This is an optimization exercise on Yosys and OpenROAD, whose aim is small area and a short achievable clock period, not a production implementation.
Only simulation tests tie the RTL to the original design; equivalence was not proved.
Power figures rest on the tool's default switching activity, not on a simulated workload.

**flow/flow/run.sh**
```bash
#!/bin/bash
# The standard layout, with two changes to how it is made:
#  - port buffers are buf_4 cells instead of the delay buffer the default picks
#  - timing repair aims for more setup slack than the period needs, so the
#    paths get sized for a shorter period than the one the design is built at
set -euo pipefail
bash standard.sh \
	"SETUP_SLACK_MARGIN=9.8" \
	"BUFFER_PORTS_ARGS=-buffer_cell sky130_fd_sc_hd__buf_4" \
	finish > standard.log 2>&1
```
**flow/design.v**
```verilog
`timescale 1ns/1ps
`default_nettype none
package capture_pkg;
	typedef struct packed {
		logic [12-1:0] a0;  
		logic [12-1:0] a1;  
		logic [12-1:0] b0;  
		logic [12-1:0] b1;  
	} adc_frame_t;
	typedef struct packed {
		logic [3:0] tag;  
		logic [12-1:0] value;
	} sample_word_t;
	typedef enum logic [1:0] {
		SLOT_A0,  
		SLOT_A1,
		SLOT_B0,
		SLOT_B1
	} slot_t;
endpackage
`default_nettype wire
`timescale 1ns/1ps
`default_nettype none
package psram_pkg;
	typedef logic [25-1:0] addr_t;  
	typedef struct packed {
		logic valid;  
		addr_t addr;  
	} write_req_t;
	typedef enum logic {
		CAPTURING,  
		HALTED  
	} writer_state_t;
endpackage
`default_nettype wire
`timescale 1ns/1ps
`default_nettype none
module sample_packer (
	input  logic clk,
	input  logic reset,
	input  logic ad_strobe,  
	input  logic psram_ready,  
	input  capture_pkg::adc_frame_t ad_frame,
	input  logic [12-1:0] iest,  
	input  logic pwm,
	output capture_pkg::sample_word_t word,
	output logic we
);
	capture_pkg::slot_t slot;  
	capture_pkg::adc_frame_t frame_q;  
	logic [7:0] iest_q;  
	logic pwm_q;  
	logic take;  
	assign take = ad_strobe & psram_ready;
	always_ff @(posedge clk) begin
		if (take) begin
			frame_q <= ad_frame;
			iest_q <= iest[7:0];
			pwm_q <= pwm;
		end
	end
	always_ff @(posedge clk) begin
		if (reset) begin
			slot <= capture_pkg::SLOT_A0;
		end else begin
			case (slot)
				capture_pkg::SLOT_A0: slot <= take ? capture_pkg::SLOT_A1 : capture_pkg::SLOT_A0;
				capture_pkg::SLOT_A1: slot <= capture_pkg::SLOT_B0;
				capture_pkg::SLOT_B0: slot <= capture_pkg::SLOT_B1;
				default: slot <= capture_pkg::SLOT_A0;  
			endcase
		end
	end
	always_comb begin
		case (slot)
			capture_pkg::SLOT_A0: begin
				word.tag = iest[11:8];  
				word.value = ad_frame.a0;
			end
			capture_pkg::SLOT_A1: begin
				word.tag = iest_q[7:4];
				word.value = frame_q.a1;
			end
			capture_pkg::SLOT_B0: begin
				word.tag = iest_q[3:0];
				word.value = frame_q.b0;
			end
			default: begin
				word.tag = {3'b000, pwm_q};  
				word.value = frame_q.b1;
			end
		endcase
	end
	assign we = take | (slot != capture_pkg::SLOT_A0);  
endmodule
`default_nettype wire
`timescale 1ns/1ps
`default_nettype none
module sample_fifo (
	input  logic clk,
	input  logic reset,
	input  logic we,  
	input  capture_pkg::sample_word_t word,
	input  logic re,  
	output logic [16-1:0] q,  
	output logic empty,
	output logic almost_empty,  
	output logic overflow  
);
	logic [9-1:0] wr_ptr;  
	logic [9-1:0] wr_ptr_p1;
	logic [9:0] level;  
	logic [9:0] level_p1;
	logic [9:0] level_m1;
	logic lvl0;  
	logic lvl1;  
	logic lvl2;  
	logic lvl3;
	logic phase;  
	logic [16-1:0] head;
	logic [16-1:0] head_d;
	logic full;
	logic push;
	logic pop;
	logic inc;
	logic dec;
	logic push_s;
	logic [16-1:0] word_s;
	logic [15:0] wa;  
	logic [31:0] wb;
	logic [3:0][15:0] ra;
	logic [31:0] rb;
	logic [512-1:0] ws;  
	logic [512-1:0] wt;  
	logic [512-1:0] rsn;  
	logic [16-1:0] wx;  
	logic [512-1:0][16-1:0] mq;
	logic [16-1:0] rd_n;  
	logic [16-1:0] rd_word;  
	assign full = level[9];
	assign empty = lvl0;
	assign push = we & ~full;  
	assign pop = re & ~lvl0;
	assign inc = push & ~pop;
	assign dec = pop & ~push;
	assign almost_empty = level < 8;
	assign lvl3 = level == (9+1)'(3);
	assign q = head;
	fifo_inc #(.W(9)) wr_inc_i (.a(wr_ptr), .y(wr_ptr_p1));
	fifo_inc #(.W(9+1)) lvl_inc_i (.a(level), .y(level_p1));
	fifo_dec #(.W(9+1)) lvl_dec_i (.a(level), .y(level_m1));
	assign wx = word_s ^ {16{phase}};
	fifo_wdec wdec_i (.pa(wa), .pb(wb), .s(ws), .t(wt));
	genvar r;
	generate
		for (r = 0; r < 512; r++) begin : row
			fifo_word word_i (.clk(clk), .s(ws[r]), .t(wt[r]), .x(wx), .q(mq[r]));
		end
	endgenerate
	fifo_rdec rdec_i (.pa(ra), .pb(rb), .sn(rsn));
	fifo_rtree rtree_i (.d(mq), .sn(rsn), .y(rd_n));
	assign rd_word = (push_s && lvl2) ? word_s : (rd_n ^ {16{~phase}});
	always_ff @(posedge clk) begin
		if (reset) begin
			wr_ptr <= '0;
			level <= '0;
			lvl0 <= 1'b1;
			lvl1 <= 1'b0;
			lvl2 <= 1'b0;
			overflow <= 1'b0;
			phase <= 1'b0;
			push_s <= 1'b0;
			wa <= '0;
			wb <= 32'd1;
			ra <= {4{16'd2}};
			rb <= 32'd1;
		end else begin
			phase <= ~phase;
			push_s <= push;
			wa <= push ? (16'd1 << wr_ptr[3:0]) : 16'd0;
			wb <= 32'd1 << wr_ptr[8:4];
			if (push) begin
				wr_ptr <= wr_ptr_p1;
			end
			if (pop) begin
				for (int k = 0; k < 4; k++) begin
					ra[k] <= {ra[k][14:0], ra[k][15]};
				end
				if (ra[0][15]) begin
					rb <= {rb[30:0], rb[31]};
				end
			end
			if (inc) begin
				level <= level_p1;
				lvl0 <= 1'b0;
				lvl1 <= lvl0;
				lvl2 <= lvl1;
			end else if (dec) begin
				level <= level_m1;
				lvl0 <= lvl1;
				lvl1 <= lvl2;
				lvl2 <= lvl3;
			end
			if (we && full) begin
				overflow <= 1'b1;  
			end
		end
	end
	always_ff @(posedge clk) begin
		word_s <= word;
	end
	fifo_head_next head_next_i (
		.pop(pop), .lvl0(lvl0), .lvl1(lvl1), .rd_word(rd_word), .word(word), .head(head),
		.head_d(head_d)
	);
	always_ff @(posedge clk) begin
		head <= head_d;
	end
endmodule
module fifo_head_next (
	input  logic pop,
	input  logic lvl0,
	input  logic lvl1,
	input  logic [16-1:0] rd_word,
	input  logic [16-1:0] word,
	input  logic [16-1:0] head,
	output logic [16-1:0] head_d
);
	always_comb begin
		if (pop && !lvl1) begin
			head_d = rd_word;
		end else if (lvl0 || pop) begin
			head_d = word;  
		end else begin
			head_d = head;
		end
	end
endmodule
module fifo_inc #(
	parameter int W = 1
) (
	input  logic [W-1:0] a,
	output logic [W-1:0] y
);
	assign y = a + 1'b1;
endmodule
module fifo_dec #(
	parameter int W = 1
) (
	input  logic [W-1:0] a,
	output logic [W-1:0] y
);
	assign y = a - 1'b1;
endmodule
module fifo_word (
	input  logic clk,
	input  logic s,  
	input  logic t,
	input  logic [16-1:0] x,
	output logic [16-1:0] q
);
	genvar b;
	generate
		for (b = 0; b < 16; b++) begin : bit_
			fifo_bit bit_i (.clk(clk), .s(s), .t(t), .x(x[b]), .q(q[b]));
		end
	endgenerate
endmodule
module fifo_bit (
	input  logic clk,
	input  logic s,
	input  logic t,
	input  logic x,
	output logic q
);
	always_ff @(posedge clk) begin
		q <= ~((q | s) & (x | t));
	end
endmodule
module fifo_wdec (
	input  logic [15:0] pa,
	input  logic [31:0] pb,
	output logic [512-1:0] s,
	output logic [512-1:0] t
);
	genvar i;
	generate
		for (i = 0; i < 512; i++) begin : r
			dec_st st_i (.a(pa[i % 16]), .b(pb[i / 16]), .s(s[i]), .t(t[i]));
		end
	endgenerate
endmodule
module dec_st (
	input  logic a,
	input  logic b,
	output logic s,
	output logic t
);
	rt_nand2 t_i (.a(a), .b(b), .y(t));
	rt_inv s_i (.a(t), .y(s));
endmodule
module fifo_rdec (
	input  logic [3:0][15:0] pa,
	input  logic [31:0] pb,
	output logic [512-1:0] sn
);
	genvar i;
	generate
		for (i = 0; i < 512; i++) begin : r
			rt_nand2 sn_i (.a(pa[i / 128][i % 16]), .b(pb[i / 16]), .y(sn[i]));
		end
	endgenerate
endmodule
module fifo_rtree (
	input  logic [512-1:0][16-1:0] d,
	input  logic [512-1:0] sn,
	output logic [16-1:0] y
);
	genvar b;
	generate
		for (b = 0; b < 16; b++) begin : bit_
			logic [512-1:0] db;
			logic [255:0] l1;  
			logic [127:0] l2;  
			logic [31:0] l3;  
			logic [15:0] l4;  
			logic [3:0] l5;  
			logic [1:0] l6;  
			genvar i;
			for (i = 0; i < 512; i++) begin : col
				assign db[i] = d[i][b];
			end
			for (i = 0; i < 256; i++) begin : g1
				rt_o22ai o_i (.a(db[2*i]), .sa(sn[2*i]), .b(db[2*i+1]), .sb(sn[2*i+1]), .y(l1[i]));
			end
			for (i = 0; i < 128; i++) begin : g2
				rt_nor2 n_i (.a(l1[2*i]), .b(l1[2*i+1]), .y(l2[i]));
			end
			for (i = 0; i < 32; i++) begin : g3
				rt_nand4 n_i (.a(l2[4*i]), .b(l2[4*i+1]), .c(l2[4*i+2]), .d(l2[4*i+3]), .y(l3[i]));
			end
			for (i = 0; i < 16; i++) begin : g4
				rt_nor2 n_i (.a(l3[2*i]), .b(l3[2*i+1]), .y(l4[i]));
			end
			for (i = 0; i < 4; i++) begin : g5
				rt_nand4 n_i (.a(l4[4*i]), .b(l4[4*i+1]), .c(l4[4*i+2]), .d(l4[4*i+3]), .y(l5[i]));
			end
			for (i = 0; i < 2; i++) begin : g6
				rt_nor2 n_i (.a(l5[2*i]), .b(l5[2*i+1]), .y(l6[i]));
			end
			rt_nand2 n7_i (.a(l6[0]), .b(l6[1]), .y(y[b]));
		end
	endgenerate
endmodule
module rt_o22ai (
	input  logic a,
	input  logic sa,
	input  logic b,
	input  logic sb,
	output logic y
);
	assign y = ~((a | sa) & (b | sb));
endmodule
module rt_nor2 (
	input  logic a,
	input  logic b,
	output logic y
);
	assign y = ~(a | b);
endmodule
module rt_nand2 (
	input  logic a,
	input  logic b,
	output logic y
);
	assign y = ~(a & b);
endmodule
module rt_inv (
	input  logic a,
	output logic y
);
	assign y = ~a;
endmodule
module rt_nand4 (
	input  logic a,
	input  logic b,
	input  logic c,
	input  logic d,
	output logic y
);
	assign y = ~(a & b & c & d);
endmodule
`default_nettype wire
`timescale 1ns/1ps
`default_nettype none
module burst_writer (
	input  logic clk,
	input  logic reset,
	input  logic almost_empty,  
	input  logic awready,  
	input  logic pwm,
	input  logic halt,  
	output psram_pkg::write_req_t awreq,
	output psram_pkg::addr_t base_addr
);
	psram_pkg::writer_state_t state;
	psram_pkg::writer_state_t state_next;
	psram_pkg::addr_t addr;  
	logic valid;
	logic pwm_d;
	logic pwm_rise;
	logic wrap_hit;  
	psram_pkg::addr_t addr_next_burst;
	assign pwm_rise = pwm & ~pwm_d;
	assign wrap_hit = halt && (addr == base_addr);
	assign state_next = wrap_hit ? psram_pkg::HALTED : state;  
	burst_addr_inc addr_inc_i (.a(addr), .y(addr_next_burst));
	assign awreq.valid = valid;
	assign awreq.addr = addr;
	always_ff @(posedge clk) begin
		if (reset) begin
			state <= psram_pkg::CAPTURING;
			valid <= 1'b0;
			addr <= '0;
			base_addr <= '0;
			pwm_d <= 1'b0;
		end else begin
			state <= state_next;
			valid <= (state_next == psram_pkg::CAPTURING) && !almost_empty;
			if (valid && awready) begin
				addr <= addr_next_burst;  
			end
			if (pwm_rise && !halt) begin
				base_addr <= addr - psram_pkg::addr_t'(1024);
			end
			pwm_d <= pwm;
		end
	end
endmodule
module burst_addr_inc (
	input  psram_pkg::addr_t a,
	output psram_pkg::addr_t y
);
	assign y = a + psram_pkg::addr_t'(16);
endmodule
`default_nettype wire
`timescale 1ns/1ps
`default_nettype none
module adc_capture_top (
	input  logic clk,
	input  logic reset,
	input  logic ad_strobe,
	input  logic psram_ready,
	input  logic [4*12-1:0] ad_frame,  
	input  logic [12-1:0] iest,
	input  logic pwm,
	input  logic halt,
	input  logic wready,  
	output logic [16-1:0] wdata,
	input  logic awready,
	output logic [25:0] awreq,  
	output logic [25-1:0] base_addr,
	output logic overflow
);
	capture_pkg::sample_word_t word;  
	logic we;
	logic almost_empty;  
	sample_packer sample_packer_i (
		.clk(clk),
		.reset(reset),
		.ad_strobe(ad_strobe),
		.psram_ready(psram_ready),
		.ad_frame(ad_frame),
		.iest(iest),
		.pwm(pwm),
		.word(word),
		.we(we)
	);
	sample_fifo sample_fifo_i (
		.clk(clk),
		.reset(reset),
		.we(we),
		.word(word),
		.re(wready),
		.q(wdata),
		.empty(),  
		.almost_empty(almost_empty),
		.overflow(overflow)
	);
	burst_writer burst_writer_i (
		.clk(clk),
		.reset(reset),
		.almost_empty(almost_empty),
		.awready(awready),
		.pwm(pwm),
		.halt(halt),
		.awreq(awreq),
		.base_addr(base_addr)
	);
endmodule
`default_nettype wire
```
**flow/constraint.sdc**
```tcl
create_clock -name core_clock -period 14.0 [get_ports {clk}]
set_input_delay 2.8000 -clock core_clock [delete_from_list [all_inputs] [get_ports {clk}]]
set_output_delay 2.8000 -clock core_clock [all_outputs]
set_load 0.01 [all_outputs]
```
**flow/config.mk**
```make
export PLATFORM = sky130hd
export DESIGN_NAME = adc_capture_top
export DESIGN_NICKNAME = adc_capture_top
export VERILOG_FILES = /design/flow/design.v
export SDC_FILE = /design/flow/constraint.sdc
export NUM_CORES = 4
export LEC_CHECK = 0
export CAP_MARGIN = 20
export CORE_MARGIN = 2
export CORE_UTILIZATION = 70
export CTS_CLUSTER_DIAMETER = 100
export CTS_CLUSTER_SIZE = 25
export PLACE_DENSITY = 0.8
export SLEW_MARGIN = 20
export SYNTH_HIERARCHICAL = 1
```
**flow/standard.sh**
```bash
#!/bin/bash
# synth_recipe.tcl (not shown) runs the flow's synth.tcl, then flattens the netlist and writes it again
# the make line also repeats each setting of config.mk as NAME=value (left out here)
make -C /OpenROAD-flow-scripts/flow DESIGN_CONFIG=/design/flow/config.mk WORK_HOME=/design/flow/orfs CLKGATE_MAP_FILE= SYNTH_SCRIPT=/design/flow/synth_recipe.tcl "${@:-finish}"
```
==> impl_summary.txt, run 1 <==
----------------------------------------------------
[Drt]
  Sum of routed wire length over all layers ... 1001 mm
  Antenna viol nets, final ... 0
  Router iterations before antenna repair ... 10
  Avg WL per Cell ... 30.95 um
  Iteration-0 DRC count of the detailed router ... 39,430
  Number of vias in the routed layout ... 253,700
  Final routed DRC violation total ... 0
  Via count normalized by instance count ... 7.844

[Die]
  Cell row count ... 228
  Number of primary I/O pins ... 136
  Die W ... 626.9 um
  Height of the chip ... 626.9 um
  Initial core utilization ... 70.36%
  Area of the placeable core ... 386,000 um2
  Floorplan die area ... 393,000 um2

[Timing]
  Maximum clock frequency ... 217.6 MHz
  Headroom to the max-slew limit ... 14.97%
  Number of hold violations in the final report ... 0
  Clk_skew ... 0.04170 ns
  Count of pins over their slew limit ... 0
  Unrepaired setup endpoints after global routing ... true
  Setup Viol. Count Final ... 0
  Final sum of negative setup slack ... 0 ns
  Worst-Margin Slew ... 1.275 ns
  Tcrit/Tclk final ... 32.82%
  Min Clock Period, post-route ... 4.595 ns

[Setup path]
  Startpoint of the most critical register-to-register path ... sample_fifo_i.ra[26]$_SDFFE_PP0P_
  Category of the worst setup path capture point ... flop
  Worst reg2reg endpoint ... sample_fifo_i.head[6]$_DFF_P_
  Maximum fanout encountered on the critical timing path ... 16
  Critical path launch point type ... flop
  Req. time, crit path ... 14.96 ns
  Crit Path Category ... reg2reg
  Arrival time at the worst endpoint ... 5.55 ns
  Worst reg2reg path depth ... 13
  R2R Setup Slk ... 9.41 ns

[Synthesis]
  Number of register bits inferred by synthesis ... 8,493
  Number of flops mapped to enable cells by yosys ... 45
  Yosys warnings ... 11
  Syn avg cell area ... 10.33 um2
  Nets in the synthesized netlist ... 26,380
  Proportion of netlist area held by the largest area contributor ... 62.28%
  Cell taking the most area after synthesis ... sky130_fd_sc_hd__dfxtp_1
  Flip-flop cell with the highest count after synthesis ... sky130_fd_sc_hd__dfxtp_1
  Most used standard cells in the synthesized netlist ... sky130_fd_sc_hd__o22ai_1 (12,290), sky130_fd_sc_hd__dfxtp_1 (8,448), sky130_fd_sc_hd__nor2_1 (2,423), sky130_fd_sc_hd__nand2_1 (1,366), sky130_fd_sc_hd__nand4_1 (594)
  Top cells by area, synth ... sky130_fd_sc_hd__dfxtp_1 (62%), sky130_fd_sc_hd__o22ai_1 (28%), sky130_fd_sc_hd__nor2_1 (3.3%)
  Share of synthesized registers carrying an async set or reset ... 0%
  Distinct cell type count of the synthesized netlist ... 58
  Most common cell in the netlist ... sky130_fd_sc_hd__o22ai_1
  Instance count of the mapped netlist ... 26,300
  Sequential share of the synthesized area ... 62.77%
  Netlist Area Pre-Place ... 271,600 um2

[Clocking]
  CTS tree ... built
  Clock input transition at the sequential cells of the worst setup and hold paths ... 0.10 ns
  Hold-fix buffers at CTS ... 0
  Maximum clock insertion buffer count ... 4
  Clock latency on the worst-skew pair ... 1.08 ns
  Inserted Clock Buffers ... 377
  CTS sink count ... 8,493
  Maximum level of the CTS H-tree ... 5
  Buffer type at the clock tree root ... sky130_fd_sc_hd__clkbuf_16

[Layout]
  Area growth from synthesis to final layout ... 8.307%
  Filler cells ... 27,110
  Net total in the final layout ... 27,140
  Share of layout cells above drive strength 1 ... 5.348%

[Global route]
  Maximum number of pins on one net before global-route repair ... 146
  Antenna violations before repair ... 42
  GR Overflow Total ... 0
  Total GRT Usage ... 47.98%
  First-pass GRT wire length ... 1448 mm
  Via count of the first global-routing pass ... 225,300

[Min path]
  Cells on Worst Hold Path ... 1
  Worst min-delay path class ... reg2reg
  Hold path endpoint ... sample_fifo_i.row[506].word_i.bit_[8].bit_i.q$_DFF_P_
  Worst Min Path Start ... sample_fifo_i.row[506].word_i.bit_[8].bit_i.q$_DFF_P_

[Power]
  Switching share of power ... 27.30%
  PnR Total Power ... 41.83 mW
  Clock network fraction of total power ... 29.7%
  Combinational group share of total power ... 11.8%
  Static leakage ... 111.5 nW
  Part of the total power dissipated in sequential elements ... 58.6%
  Internal power ... 30.41 mW
  Power per unit of standard cell area ... 142.2 nW/um2
  Switching power ... 11.42 mW
  Maximum VDD drop ... 0.1564 mV

[Job]
  Max Cap Viol ... 0

[Run status]
  Status ... no timing/DRC/antenna violations

[Placed design]
  HPWL Detailed ... 613.4 mm
  GP Congestion ... 0.9908
  Total of buffers placed on input and output ports ... 135

----------------------------------------------------
==> routing by layer <==
| metal | vias to the layer above | wire, um | GRT usage, % |
|---|---|---|---|
| met2 | 18970 | 414900 | 66.80 |
| li1 | 107800 | - | - |
| met4 | 34 | 87520 | 36.58 |
| met3 | 3818 | 139000 | 13.21 |
| met5 | - | 296 | 0 |
| met1 | 123000 | 359200 | 63.40 |
==> through the flow <==
stage / hold slack [ns] / std cells / cell area (um2) / worst slack, ns / util, %
after global routing: 0.4564 / 32280 / 294000 / 9.589 / 76.16
after CTS: 0.4449 / 32220 / 292400 / 9.648 / 75.76
after floorplan: 0.4063 / 26300 / 271900 / 6.803 / -
after global placement: 0.4220 / 31760 / 281000 / 7.983 / 72.80
after detailed placement: 0.4377 / 31760 / 281000 / 7.968 / 72.80
final: 0.4465 / 32340 / 294100 / 9.405 / 76.20
==> modules after synthesis (local to each module, per instance), excerpt <==
module / times used / flops+latches
sample_fifo: 1 / 201
rt_o22ai: 4096 / 0
rt_nand4: 576 / 0
rt_inv: 512 / 0
rt_nor2: 2336 / 0
burst_writer: 1 / 53
burst_addr_inc: 1 / 0
fifo_head_next: 1 / 0
fifo_bit: 8192 / 1
rt_nand2: 1040 / 0
sample_packer: 1 / 47
==> power by group through the flow <==
| stage | Combinational [mW] | Sequential [mW] | Clock [mW] |
|---|---|---|---|
| after floorplan | 2.67 | 25.0 | 0 |
| after global placement | 4.49 | 25.1 | 0 |
| after detailed placement | 4.55 | 25.1 | 0 |
| after CTS | 4.61 | 24.5 | 12.3 |
| after global routing | 4.85 | 24.5 | 13.1 |
| final | 4.92 | 24.5 | 12.4 |
==> logic make-up after synthesis <==
kind of cell / Yosys count / share of synthesized area, %
AOI/OAI and AO/OA: 12490 / 28.73
xor gates and xnor gates: 107 / 0.3451
adders and majority gates: 11 / 0.05068
buffers and inverters: 632 / 0.9325
DFF: 8493 / 62.77
muxes: 83 / 0.3110
and+or+nand+nor: 4478 / 6.855
==> layout make-up <==
cell class | instances | area (um2) | area share, %
Multi-Input combinational cell | 17170 | 100600 | 34.22
Clock buffer | 395 | 9714 | 3.303
Tap cell | 5175 | 6475 | 2.201
Inverter | 546 | 2053 | 0.6981
Timing Repair Buffer | 473 | 4154 | 1.412
Antenna cell | 71 | 177.7 | 0.06041
Clock inverter | 15 | 176.4 | 0.05998
Sequential cell | 8493 | 170700 | 58.05
==> sequential cells by signal, summed over array words and instances, names as in the netlist <==
name                                   cells
sample_fifo_i.level                       10
sample_fifo_i.push_s                       1
burst_writer_i.pwm_d                       1
sample_fifo_i.ra                          64
sample_packer_i.slot                       2
sample_fifo_i.lvl0                         1
burst_writer_i.base_addr                  25
burst_writer_i.state                       1
sample_packer_i.frame_q                   36
sample_fifo_i.wa                          16
sample_fifo_i.overflow                     1
sample_fifo_i.phase                        1
sample_fifo_i.word_s                      16
sample_fifo_i.lvl1                         1
sample_fifo_i.wr_ptr                       9
sample_fifo_i.lvl2                         1
sample_packer_i.pwm_q                      1
sample_packer_i.iest_q                     8
sample_fifo_i.row.word_i.bit_.bit_i.q   8192
sample_fifo_i.head                        16
burst_writer_i.addr                       25
burst_writer_i.valid                       1
sample_fifo_i.rb                          32
sample_fifo_i.wb                          32
==> layout by cell type, fill, tap and decap left out, types with 14 or more instances in the layout <==
cell type,count
sky130_fd_sc_hd__a21oi_1,144
sky130_fd_sc_hd__a222oi_1,16
sky130_fd_sc_hd__buf_12,20
sky130_fd_sc_hd__buf_4,366
sky130_fd_sc_hd__buf_6,83
sky130_fd_sc_hd__clkbuf_16,387
sky130_fd_sc_hd__dfxtp_1,8336
sky130_fd_sc_hd__dfxtp_2,63
sky130_fd_sc_hd__dfxtp_4,49
sky130_fd_sc_hd__diode_2,71
sky130_fd_sc_hd__edfxtp_1,45
sky130_fd_sc_hd__inv_1,544
sky130_fd_sc_hd__mux2i_1,72
sky130_fd_sc_hd__nand2_1,1031
sky130_fd_sc_hd__nand2_2,213
sky130_fd_sc_hd__nand2_4,121
sky130_fd_sc_hd__nand3_1,25
sky130_fd_sc_hd__nand4_1,594
sky130_fd_sc_hd__nor2_1,2349
sky130_fd_sc_hd__nor2_2,60
sky130_fd_sc_hd__nor2_4,14
sky130_fd_sc_hd__o21ai_0,28
sky130_fd_sc_hd__o22ai_1,12290
sky130_fd_sc_hd__xnor2_1,49
sky130_fd_sc_hd__xor2_1,42
sky130_fd_sc_hd__xor2_4,16
==> how the worst max path moves through the flow <==
stage	depth (start not counted)	endpoint	slack [ns]	from
2_1_floorplan	4	sample_fifo_i.row[0].word_i.bit_[10].bit_i.q$_DFF_P_	6.80	sample_fifo_i.phase$_SDFF_PP0_
3_3_place_gp	8	sample_fifo_i.lvl2$_SDFFE_PP0P_	7.98	ad_strobe
3_5_place_dp	8	sample_fifo_i.lvl2$_SDFFE_PP0P_	7.97	ad_strobe
4_1_cts	1	awreq[13]	9.65	burst_writer_i.addr[13]$_SDFFE_PP0P_
5_1_grt	12	sample_fifo_i.head[0]$_DFF_P_	9.59	sample_fifo_i.rb[26]$_SDFFE_PP0P_
6_report	13	sample_fifo_i.head[6]$_DFF_P_	9.41	sample_fifo_i.ra[26]$_SDFFE_PP0P_
==> critical path, cell delays in order, from the launching register on <==
cell and delay (ns):
sky130_fd_sc_hd__dfxtp_1 0.60, sky130_fd_sc_hd__buf_4 0.37, sky130_fd_sc_hd__nand2_1 0.49, sky130_fd_sc_hd__o22ai_1 0.22, sky130_fd_sc_hd__nor2_1 0.30, sky130_fd_sc_hd__nand4_1 0.13
sky130_fd_sc_hd__nor2_1 0.87, sky130_fd_sc_hd__nand4_1 0.39, sky130_fd_sc_hd__nor2_1 0.18, sky130_fd_sc_hd__nand2_1 0.22, sky130_fd_sc_hd__xor2_1 0.21, sky130_fd_sc_hd__o21ai_0 0.19
sky130_fd_sc_hd__mux2i_1 0.11, sky130_fd_sc_hd__mux2i_1 0.21
==> timing repair <==
item,CTS,global route
endpoints found under the hold margin,0,0
endpoints found under the setup margin,892,533
pin swaps,10,39
cloned,0,1
gates resized for setup,423,335
buffers inserted,51,44
==> run 2: changes to the inputs <==
--- a/flow/design.v
+++ b/flow/design.v
@@ -48,14 +48,19 @@
 );
 	capture_pkg::slot_t slot;  
-	capture_pkg::adc_frame_t frame_q;  
-	logic [7:0] iest_q;  
-	logic pwm_q;  
+	logic idle;
 	logic take;  
+	capture_pkg::sample_word_t r1;
+	capture_pkg::sample_word_t r2;
+	logic [12:0] r3;  
+	assign idle = slot == capture_pkg::SLOT_A0;
 	assign take = ad_strobe & psram_ready;
 	always_ff @(posedge clk) begin
-		if (take) begin
-			frame_q <= ad_frame;
-			iest_q <= iest[7:0];
-			pwm_q <= pwm;
+		r3 <= {pwm, ad_frame.b1};
+		if (idle) begin
+			r1 <= {iest[7:4], ad_frame.a1};
+			r2 <= {iest[3:0], ad_frame.b0};
+		end else begin
+			r1 <= r2;
+			r2 <= {3'b000, r3};
 		end
 	end
@@ -73,24 +78,12 @@
 	end
 	always_comb begin
-		case (slot)
-			capture_pkg::SLOT_A0: begin
-				word.tag = iest[11:8];  
-				word.value = ad_frame.a0;
-			end
-			capture_pkg::SLOT_A1: begin
-				word.tag = iest_q[7:4];
-				word.value = frame_q.a1;
-			end
-			capture_pkg::SLOT_B0: begin
-				word.tag = iest_q[3:0];
-				word.value = frame_q.b0;
-			end
-			default: begin
-				word.tag = {3'b000, pwm_q};  
-				word.value = frame_q.b1;
-			end
-		endcase
+		if (idle) begin
+			word.tag = iest[11:8];  
+			word.value = ad_frame.a0;
+		end else begin
+			word = r1;
+		end
 	end
-	assign we = take | (slot != capture_pkg::SLOT_A0);  
+	assign we = take | ~idle;  
 endmodule
 `default_nettype wire
@@ -129,4 +122,6 @@
 	logic [15:0] wa;  
 	logic [31:0] wb;
+	logic [31:0] wbg;  
+	logic [9:0] level_d;
 	logic [3:0][15:0] ra;
 	logic [31:0] rb;
@@ -137,5 +132,7 @@
 	logic [512-1:0][16-1:0] mq;
 	logic [16-1:0] rd_n;  
-	logic [16-1:0] rd_word;  
+	logic byp;  
+	logic sel_rd;  
+	logic [16-1:0] head_alt;  
 	assign full = level[9];
 	assign empty = lvl0;
@@ -150,6 +147,11 @@
 	fifo_inc #(.W(9+1)) lvl_inc_i (.a(level), .y(level_p1));
 	fifo_dec #(.W(9+1)) lvl_dec_i (.a(level), .y(level_m1));
+	fifo_lvl_next lvl_next_i (
+		.push(push), .pop(pop), .level(level), .level_p1(level_p1), .level_m1(level_m1),
+		.level_d(level_d)
+	);
 	assign wx = word_s ^ {16{phase}};
-	fifo_wdec wdec_i (.pa(wa), .pb(wb), .s(ws), .t(wt));
+	assign wbg = wb & {32{push_s}};
+	fifo_wdec wdec_i (.pa(wa), .pb(wbg), .s(ws), .t(wt));
 	genvar r;
 	generate
@@ -160,5 +162,5 @@
 	fifo_rdec rdec_i (.pa(ra), .pb(rb), .sn(rsn));
 	fifo_rtree rtree_i (.d(mq), .sn(rsn), .y(rd_n));
-	assign rd_word = (push_s && lvl2) ? word_s : (rd_n ^ {16{~phase}});
+	assign byp = push_s & lvl2;
 	always_ff @(posedge clk) begin
 		if (reset) begin
@@ -171,5 +173,5 @@
 			phase <= 1'b0;
 			push_s <= 1'b0;
-			wa <= '0;
+			wa <= 16'd1;
 			wb <= 32'd1;
 			ra <= {4{16'd2}};
@@ -178,5 +180,5 @@
 			phase <= ~phase;
 			push_s <= push;
-			wa <= push ? (16'd1 << wr_ptr[3:0]) : 16'd0;
+			wa <= 16'd1 << wr_ptr[3:0];
 			wb <= 32'd1 << wr_ptr[8:4];
 			if (push) begin
@@ -191,11 +193,10 @@
 				end
 			end
+			level <= level_d;
 			if (inc) begin
-				level <= level_p1;
 				lvl0 <= 1'b0;
 				lvl1 <= lvl0;
 				lvl2 <= lvl1;
 			end else if (dec) begin
-				level <= level_m1;
 				lvl0 <= lvl1;
 				lvl1 <= lvl2;
@@ -211,6 +212,9 @@
 	end
 	fifo_head_next head_next_i (
-		.pop(pop), .lvl0(lvl0), .lvl1(lvl1), .rd_word(rd_word), .word(word), .head(head),
-		.head_d(head_d)
+		.pop(pop), .lvl0(lvl0), .lvl1(lvl1), .byp(byp), .word_s(word_s), .word(word),
+		.head(head), .sel_rd(sel_rd), .head_alt(head_alt)
+	);
+	fifo_head_mux head_mux_i (
+		.rd_n(rd_n), .phase(phase), .sel_rd(sel_rd), .head_alt(head_alt), .head_d(head_d)
 	);
 	always_ff @(posedge clk) begin
@@ -222,19 +226,41 @@
 	input  logic lvl0,
 	input  logic lvl1,
-	input  logic [16-1:0] rd_word,
+	input  logic byp,
+	input  logic [16-1:0] word_s,
 	input  logic [16-1:0] word,
 	input  logic [16-1:0] head,
-	output logic [16-1:0] head_d
+	output logic sel_rd,
+	output logic [16-1:0] head_alt
 );
+	assign sel_rd = pop & ~lvl1 & ~byp;
 	always_comb begin
 		if (pop && !lvl1) begin
-			head_d = rd_word;
+			head_alt = word_s;  
 		end else if (lvl0 || pop) begin
-			head_d = word;  
+			head_alt = word;  
 		end else begin
-			head_d = head;
+			head_alt = head;
 		end
 	end
 endmodule
+module fifo_head_mux (
+	input  logic [16-1:0] rd_n,
+	input  logic phase,
+	input  logic sel_rd,
+	input  logic [16-1:0] head_alt,
+	output logic [16-1:0] head_d
+);
+	assign head_d = sel_rd ? (rd_n ^ {16{~phase}}) : head_alt;
+endmodule
+module fifo_lvl_next (
+	input  logic push,
+	input  logic pop,
+	input  logic [9:0] level,
+	input  logic [9:0] level_p1,
+	input  logic [9:0] level_m1,
+	output logic [9:0] level_d
+);
+	assign level_d = push ? (pop ? level : level_p1) : (pop ? level_m1 : level);
+endmodule
 module fifo_inc #(
 	parameter int W = 1
==> run 2 against run 1 <==
Against the previous run: still clean; sequential share of layout area grew 0.055 points; clock skew shrank 0.012 ns; count of clock-buffer cells in the layout shrank 1; clock power is essentially flat; sequential power is essentially flat; worst hold slack lost 0.00069 ns; combinational power shrank 14%; maximum frequency grew 1.9%; worst setup slack gained 0.085 ns; power shrank 1.5%; die area grew 0.13%; critical path type unchanged; largest power group unchanged.
==> impl_summary.txt, run 2 <==
----------------------------------------------------
[Die]
  Height of the chip ... 627.3 um
  Floorplan die area ... 393,500 um2
  Area of the placeable core ... 386,300 um2
  Die W ... 627.3 um
  Number of primary I/O pins ... 136
  Initial core utilization ... 70.40%
  Cell row count ... 228

[Min path]
  Cells on Worst Hold Path ... 1
  Worst min-delay path class ... reg2reg

[Clocking]
  CTS sink count ... 8,493
  Clock input transition at the sequential cells of the worst setup and hold paths ... 0.11 ns
  Buffer type at the clock tree root ... sky130_fd_sc_hd__clkbuf_16
  Clock latency on the worst-skew pair ... 1.05 ns
  CTS tree ... built
  Inserted Clock Buffers ... 377
  Maximum clock insertion buffer count ... 4
  Maximum level of the CTS H-tree ... 5

[Timing]
  Number of hold violations in the final report ... 0
  Clk_skew ... 0.02988 ns
  Headroom to the max-slew limit ... 7.683%
  Unrepaired setup endpoints after global routing ... true
  Count of pins over their slew limit ... 0
  Min Clock Period, post-route ... 4.510 ns
  Maximum clock frequency ... 221.7 MHz
  Worst path setup slack after routing ... 9.490 ns
  Setup Viol. Count Final ... 0
  Final sum of negative setup slack ... 0 ns
  Tcrit/Tclk final ... 32.21%
  Worst-Margin Slew ... 1.385 ns

[Setup path]
  Arrival time at the worst endpoint ... 5.45 ns
  Critical path cell sequence ... nand2_2 -> o22ai_1 -> nor2_1 -> nand4_1 -> nor2_1 -> nand4_1 -> nor2_1 -> nand2_1 -> xnor2_1 -> mux2_2
  Number of buffers and inverters on the critical path ... 0
  Cell with the most instances on the worst path ... sky130_fd_sc_hd__nor2_1
  Crit. path cell count ... 10
  Critical path launch point type ... flop
  Category of the worst setup path capture point ... flop
  Worst reg2reg path depth ... 10
  CP max stage cell ... sky130_fd_sc_hd__nor2_1
  Req. time, crit path ... 14.94 ns
  Peak per-stage delay on the critical path ... 0.94 ns
  Cell family with most CP delay ... simple AND/OR/NAND/NOR gates
  Maximum fanout encountered on the critical timing path ... 18
  Crit Path Category ... reg2reg

[Drt]
  Number of vias in the routed layout ... 255,300
  Antenna viol nets, final ... 0
  Via count normalized by instance count ... 7.883
  Final routed DRC violation total ... 0
  Iteration-0 DRC count of the detailed router ... 40,430
  Router iterations before antenna repair ... 7
  Sum of routed wire length over all layers ... 1002 mm
  Avg WL per Cell ... 30.93 um

[Synthesis]
  Share of synthesized registers carrying an async set or reset ... 0%
  Distinct cell type count of the synthesized netlist ... 58
  Number of flops mapped to enable cells by yosys ... 0
  Most used standard cells in the synthesized netlist ... sky130_fd_sc_hd__o22ai_1 (12,290), sky130_fd_sc_hd__dfxtp_1 (8,493), sky130_fd_sc_hd__nor2_1 (2,407), sky130_fd_sc_hd__nand2_1 (1,347), sky130_fd_sc_hd__nand4_1 (594)
  Number of register bits inferred by synthesis ... 8,493
  Nets in the synthesized netlist ... 26,410
  Cell taking the most area after synthesis ... sky130_fd_sc_hd__dfxtp_1
  Sequential share of the synthesized area ... 62.52%
  Netlist Area Pre-Place ... 271,900 um2
  Instance count of the mapped netlist ... 26,330
  Flip-flop cell with the highest count after synthesis ... sky130_fd_sc_hd__dfxtp_1
  Proportion of netlist area held by the largest area contributor ... 62.52%
  Yosys warnings ... 11
  Top cells by area, synth ... sky130_fd_sc_hd__dfxtp_1 (63%), sky130_fd_sc_hd__o22ai_1 (28%), sky130_fd_sc_hd__nor2_1 (3.3%)
  Most common cell in the netlist ... sky130_fd_sc_hd__o22ai_1
  Syn avg cell area ... 10.33 um2

[Global route]
  Antenna violations before repair ... 62
  Total GRT Usage ... 48.04%
  Maximum number of pins on one net before global-route repair ... 174
  First-pass GRT wire length ... 1455 mm
  Via count of the first global-routing pass ... 228,300
  GR Overflow Total ... 0

[Power]
  Power per unit of standard cell area ... 140.6 nW/um2
  Maximum VDD drop ... 0.1604 mV
  Static leakage ... 109.7 nW
  PnR Total Power ... 41.21 mW

[Layout]
  Reg with most FFs ... sample_fifo_i.row.word_i.bit_.bit_i.q
  Leading cell type in the layout, fill and taps excluded ... sky130_fd_sc_hd__o22ai_1
  Summed area of non-filler cells in the final layout ... 293,100 um2
  Share of layout cells above drive strength 1 ... 4.425%
  Commonest cells after routing, fill and taps aside ... sky130_fd_sc_hd__o22ai_1 (12,290), sky130_fd_sc_hd__dfxtp_1 (8,393), sky130_fd_sc_hd__nor2_1 (2,361)
  Area growth from synthesis to final layout ... 7.788%
  Net total in the final layout ... 27,150
  Number of flip-flops in the largest register ... 8,192
  Registers with the most flip-flops ... sample_fifo_i.row.word_i.bit_.bit_i.q: 8192 flops, sample_fifo_i.ra: 64 flops

[Placed design]
  GP Congestion ... 1.055
  Total of buffers placed on input and output ports ... 135
  Post-Place Worst Slack ... 8.255 ns
  Cell area after placement ... 281,300 um2
  HPWL Detailed ... 614.4 mm

[Job]
  Max Cap Viol ... 0

[Run status]
  Status ... no timing/DRC/antenna violations

----------------------------------------------------
run 2: modules after synthesis, one instance, submodules excluded, a selection:
module	copies in the design	cells	area, um2
rt_o22ai	4096	1	6.256
fifo_head_mux	1	36	364.1
rt_nand4	576	1	6.256
rt_nor2	2336	1	3.754
sample_packer	1	111	1792
rt_nand2	1040	1	3.754
burst_writer	1	305	2440
rt_inv	512	1	3.754
burst_addr_inc	1	56	391.6
sample_fifo	1	721	6455
run 2: path summary, 6_finish.rpt:
check | to | slack [ns] | startpoint
worst max-delay path | sample_fifo_i.head[13]$_DFF_P_ | 9.49 | sample_fifo_i.rb[4]$_SDFFE_PP0P_
worst min-delay path | burst_writer_i.valid$_SDFF_PP0_ | 0.45 | burst_writer_i.state$_SDFF_PP0_
worst max register to register | sample_fifo_i.head[13]$_DFF_P_ | 9.49 | sample_fifo_i.rb[4]$_SDFFE_PP0P_
worst min register to register | burst_writer_i.valid$_SDFF_PP0_ | 0.45 | burst_writer_i.state$_SDFF_PP0_
run 2: metal layers:
layer	up-vias	wire length (um)	GRT usage (%)
met3	4026	148700	16.28
met4	42	77150	31.73
met5	-	326	0.5309
met2	19700	412500	66.66
met1	123700	362900	63.53
li1	107900	-	-
run 2: repair_timing:
| item | 4_1_cts | 5_1_grt |
|---|---|---|
| buffers inserted | 52 | 18 |
| gates cloned | 2 | 2 |
| pin swaps | 4 | 22 |
| hold buffers | 0 | 0 |
| resized for setup | 241 | 152 |
| endpoints found under the setup margin | 983 | 621 |
run 2: power by group:
part | internal, mW | switching (mW)
Clock | 4.96 | 7.42
Combinational | 0.992 | 3.26
Sequential | 24.3 | 0.274
Total | 30.3 | 10.9
run 2: kinds of logic after synthesis:
family | share of synthesized area, %
and+or+nand+nor | 6.923
buffers and inverters | 0.9524
xor gates and xnor gates | 0.3478
DFF | 62.52
adders and majority gates | 0.04601
muxes | 0.5917
AOI/OAI and AO/OA | 28.61
run 2: final cells by class:
cell class / count / area [um2]
Antenna cell: 115 / 287.8
Clock buffer: 394 / 9711
Clock inverter: 10 / 87.58
Fill cell: 27430 / 93150
Inverter: 534 / 2034
Multi-Input combinational cell: 17220 / 100200
Sequential cell: 8493 / 170300
Tap cell: 5175 / 6475
Timing Repair Buffer: 445 / 3990
run 2: metrics by stage:
stage          hold WS (ns)  std cells  util (%)
6_report             0.4458      32390     75.88
5_1_grt              0.4565      32290     75.82
4_1_cts              0.4380      32250     75.63
3_5_place_dp         0.4295      31790     72.82
3_3_place_gp         0.4285      31790     72.80
2_1_floorplan        0.4063      26330         -
==> run 3: changes to the inputs <==
--- a/flow/config.mk
+++ b/flow/config.mk
@@ -8,8 +8,8 @@
 export CAP_MARGIN = 20
 export CORE_MARGIN = 2
-export CORE_UTILIZATION = 70
+export CORE_UTILIZATION = 60
 export CTS_CLUSTER_DIAMETER = 100
 export CTS_CLUSTER_SIZE = 25
-export PLACE_DENSITY = 0.8
+export PLACE_DENSITY = 0.7
 export SLEW_MARGIN = 20
 export SYNTH_HIERARCHICAL = 1
==> run 3 against run 2 <==
Against the previous run: the layout now fails its checks (capacitance limit, slew limit); count of clock-buffer cells in the layout rose by 5; area after synthesis is the same; wire length is 0.88% higher; utilization fell by 11 points; power grew 0.53%; largest power group unchanged.
==> impl_summary.txt, run 3 <==
----------------------------------------------------
[Run status]
  Status ... failed layout checks
  Layout check failures ... capacitance limit, slew limit

[Global route]
  Met1 usage in global routing ... 56.34%
  Via count of the first global-routing pass ... 222,900
  Maximum number of pins on one net before global-route repair ... 163
  Antenna violations before repair ... 55
  Global-route layer with the greatest usage ... met2
  GR Overflow Total ... 0
  Total GRT Usage ... 41.26%
  Met3 track demand over resource ... 10.98%
  First-pass GRT wire length ... 1463 mm
  Met2 usage ... 58.88%

[Timing]
  Maximum clock frequency ... 221.1 MHz
  Count of pins over their slew limit ... 35
  Clk_skew ... 0.04126 ns
  Headroom to the max-slew limit ... -1.110%
  Number of hold violations in the final report ... 0
  Unrepaired setup endpoints after global routing ... true
  Tcrit/Tclk final ... 32.31%
  Worst-Margin Slew ... 1.517 ns
  Final sum of negative setup slack ... 0 ns
  Setup Viol. Count Final ... 0
  Min Clock Period, post-route ... 4.524 ns

[Placed design]
  Total of buffers placed on input and output ports ... 135
  GP Congestion ... 0.9827
  HPWL Detailed ... 615.8 mm
  Placed cell count ... 32,580

[Layout]
  Share of layout cells above drive strength 1 ... 4.644%
  Finished Core Util ... 65.15%
  Registers with the most flip-flops ... sample_fifo_i.row.word_i.bit_.bit_i.q: 8192 flops, sample_fifo_i.ra: 64 flops
  Commonest cells after routing, fill and taps aside ... sky130_fd_sc_hd__o22ai_1 (12,290), sky130_fd_sc_hd__dfxtp_1 (8,388), sky130_fd_sc_hd__nor2_1 (2,381)
  Number of flip-flops in the largest register ... 8,192
  Leading cell type in the layout, fill and taps excluded ... sky130_fd_sc_hd__o22ai_1
  Area growth from synthesis to final layout ... 8.250%
  Net total in the final layout ... 27,160
  Reg with most FFs ... sample_fifo_i.row.word_i.bit_.bit_i.q
  Final Instance Count excl. Fillers ... 33,170

[Setup path]
  Crit Path Category ... reg2reg
  Category of the worst setup path capture point ... flop
  Worst reg2reg path depth ... 10
  Arrival time at the worst endpoint ... 5.48 ns
  Critical path launch point type ... flop
  Maximum fanout encountered on the critical timing path ... 16
  R2R Setup Slk ... 9.48 ns
  Worst reg2reg endpoint ... sample_fifo_i.head[4]$_DFF_P_
  Req. time, crit path ... 14.95 ns
  Startpoint of the most critical register-to-register path ... sample_fifo_i.ra[41]$_SDFFE_PP0P_

[Drt]
  Iteration-0 DRC count of the detailed router ... 34,770
  Router iterations before antenna repair ... 10
  Avg WL per Cell ... 30.46 um
  Final routed DRC violation total ... 0
  Via count normalized by instance count ... 7.502
  Number of vias in the routed layout ... 248,900
  Sum of routed wire length over all layers ... 1010 mm
  Antenna viol nets, final ... 0

[Synthesis]
  Number of flops mapped to enable cells by yosys ... 0
  Most common cell in the netlist ... sky130_fd_sc_hd__o22ai_1
  Proportion of netlist area held by the largest area contributor ... 62.52%
  Cell taking the most area after synthesis ... sky130_fd_sc_hd__dfxtp_1
  Sequential share of the synthesized area ... 62.52%
  Most used standard cells in the synthesized netlist ... sky130_fd_sc_hd__o22ai_1 (12,290), sky130_fd_sc_hd__dfxtp_1 (8,493), sky130_fd_sc_hd__nor2_1 (2,407), sky130_fd_sc_hd__nand2_1 (1,347), sky130_fd_sc_hd__nand4_1 (594)
  Share of synthesized registers carrying an async set or reset ... 0%
  Distinct cell type count of the synthesized netlist ... 58
  Syn avg cell area ... 10.33 um2
  Number of register bits inferred by synthesis ... 8,493
  Nets in the synthesized netlist ... 26,410
  Top cells by area, synth ... sky130_fd_sc_hd__dfxtp_1 (63%), sky130_fd_sc_hd__o22ai_1 (28%), sky130_fd_sc_hd__nor2_1 (3.3%)
  Netlist Area Pre-Place ... 271,900 um2
  Instance count of the mapped netlist ... 26,330
  Yosys warnings ... 11
  Flip-flop cell with the highest count after synthesis ... sky130_fd_sc_hd__dfxtp_1

[Clocking]
  Clock latency on the worst-skew pair ... 1.06 ns
  Maximum level of the CTS H-tree ... 5
  Clock input transition at the sequential cells of the worst setup and hold paths ... 0.10 ns
  CTS tree ... built
  Inserted Clock Buffers ... 378
  CTS sink count ... 8,493
  Buffer type at the clock tree root ... sky130_fd_sc_hd__clkbuf_16
  Maximum clock insertion buffer count ... 4

[Power]
  Maximum VDD drop ... 0.1786 mV
  Static leakage ... 109.8 nW
  Power per unit of standard cell area ... 140.7 nW/um2

[Die]
  Number of primary I/O pins ... 136
  Die W ... 677.2 um
  Height of the chip ... 677.2 um
  Initial core utilization ... 60.18%
  Cell row count ... 247
  Floorplan die area ... 458,600 um2
  Area of the placeable core ... 451,800 um2

[Min path]
  Hold path endpoint ... burst_writer_i.valid$_SDFF_PP0_
  Worst min-delay path class ... reg2reg
  Worst Min Path Start ... burst_writer_i.state$_SDFF_PP0_
  Cells on Worst Hold Path ... 1

[Job]
  Max Cap Viol ... 1

----------------------------------------------------
-- run 3: logic make-up after synthesis --
group                      synth area share [%]
muxes                                    0.5917
AOI/OAI and AO/OA                         28.61
xor gates and xnor gates                 0.3478
DFF                                       62.52
adders and majority gates               0.04601
and+or+nand+nor                           6.923
buffers and inverters                    0.9524
-- run 3: layout make-up --
cell class | instances | area (um2)
diodes | 84 | 210.2
well taps | 5976 | 7477
inverters | 534 | 2021
fillers | 36850 | 157500
multi-input cells | 17220 | 100300
repair inverters | 1 | 8.758
clock buffers | 399 | 9857
flip-flops and latches | 8493 | 170300
repair buffers | 457 | 4096
clock inverters | 11 | 132.6
-- run 3: repair_timing --
item	in CTS	in global routing
resized for setup	289	122
gates cloned	4	1
pin swaps	5	15
hold buffers	0	0
buffers inserted	53	37
setup endpoints to repair	498	253
-- run 3: through the flow --
step / total power, mW / setup WS, ns / hold WS (ns) / area (um2)
finish: 41.43 / 9.476 / 0.4268 / 294400
detailed placement: 29.15 / 8.149 / 0.4227 / 282300
global placement: 29.10 / 8.206 / 0.4274 / 282200
floorplan: 27.35 / 6.710 / 0.4063 / 272300
global route: 42.25 / 9.531 / 0.4561 / 294200
CTS: 41.21 / 9.538 / 0.4303 / 293500
-- run 3: how the worst max path moves through the flow --
stage,depth (start not counted),start,endpoint,slack [ns]
floorplan,4,sample_fifo_i.phase$_SDFF_PP0_,sample_fifo_i.row[0].word_i.bit_[10].bit_i.q$_DFF_P_,6.71
global placement,6,wready,sample_fifo_i.head[7]$_DFF_P_,8.21
detailed placement,6,wready,sample_fifo_i.head[4]$_DFF_P_,8.15
CTS,1,sample_fifo_i.head[0]$_DFF_P_,wdata[0],9.54
global route,1,sample_fifo_i.head[11]$_DFF_P_,wdata[11],9.53
finish,10,sample_fifo_i.ra[41]$_SDFFE_PP0P_,sample_fifo_i.head[4]$_DFF_P_,9.48
-- run 3: critical path, stage by stage (launching register included) --
cell,delay [ns]
sky130_fd_sc_hd__dfxtp_1,0.81
sky130_fd_sc_hd__nand2_2,0.61
sky130_fd_sc_hd__o22ai_1,0.18
sky130_fd_sc_hd__nor2_1,0.12
sky130_fd_sc_hd__nand4_1,0.24
sky130_fd_sc_hd__nor2_1,0.64
sky130_fd_sc_hd__nand4_1,0.74
sky130_fd_sc_hd__nor2_2,0.52
sky130_fd_sc_hd__nand2_1,0.11
sky130_fd_sc_hd__xnor2_1,0.13
sky130_fd_sc_hd__mux2_2,0.28
-- run 3: routing by layer --
metal  up-vias  routed length [um]
met3      2965              123100
met1    122400              394200
li1     107800                   -
met5         -                 344
met4        32               68270
met2     15590              424500
-- run 3: power breakdown --
group | switching, mW | internal (mW) | total [mW]
Combinational | 3.30 | 0.997 | 4.29
Sequential | 0.275 | 24.3 | 24.6
Clock | 7.51 | 5.04 | 12.6
-- run 3: modules after synthesis (local to each module, per instance), a selection --
module / flip-flops and latches / times used / cell area (um2)
sample_fifo: 201 / 1 / 6455
burst_writer: 53 / 1 / 2440
sample_packer: 47 / 1 / 1792
fifo_head_next: 0 / 1 / 560.5
burst_addr_inc: 0 / 1 / 391.6
fifo_lvl_next: 0 / 1 / 386.6
fifo_head_mux: 0 / 1 / 364.1
fifo_bit: 1 / 8192 / 26.28
rt_nand4: 0 / 576 / 6.256
rt_o22ai: 0 / 4096 / 6.256
rt_inv: 0 / 512 / 3.754
rt_nand2: 0 / 1040 / 3.754
rt_nor2: 0 / 2336 / 3.754

## afterwards: timing with drivers on the ports
No port has a modelled driver above. Below, the same layouts with a new extraction and two added sets of constraints. Step 1 assumes that a clkbuf_16 drives the clock port and a buf_2 every other input. Step 2 adds t to the input delays and takes it off the output delays; t is the mean of the earliest and latest rising clock arrival at the registers after step 1. Input paths then give back, and output paths get back, about the clock's delay inside the block. a / b / c = no drivers / after step 1 / after step 2; a / b = the first two.
run | shift t [ns] | setup slack, ns | worst setup path at the end | slew at the worst register clock pin (ns) | cell pins on the clock port's net
run 1 | 1.169 | 9.405 / 9.405 / 8.715 | input to register | 0.11 / 0.11 | 1
run 2 | 1.170 | 9.490 / 9.416 / 8.663 | input to register | 0.11 / 0.11 | 1
run 3 | 1.188 | 9.476 / 9.405 / 8.807 | input to register | 0.11 / 0.11 | 1
For run 2, which loses most, drivers alone change the setup slack by -0.074 ns; drivers and shift together by -0.827 ns.
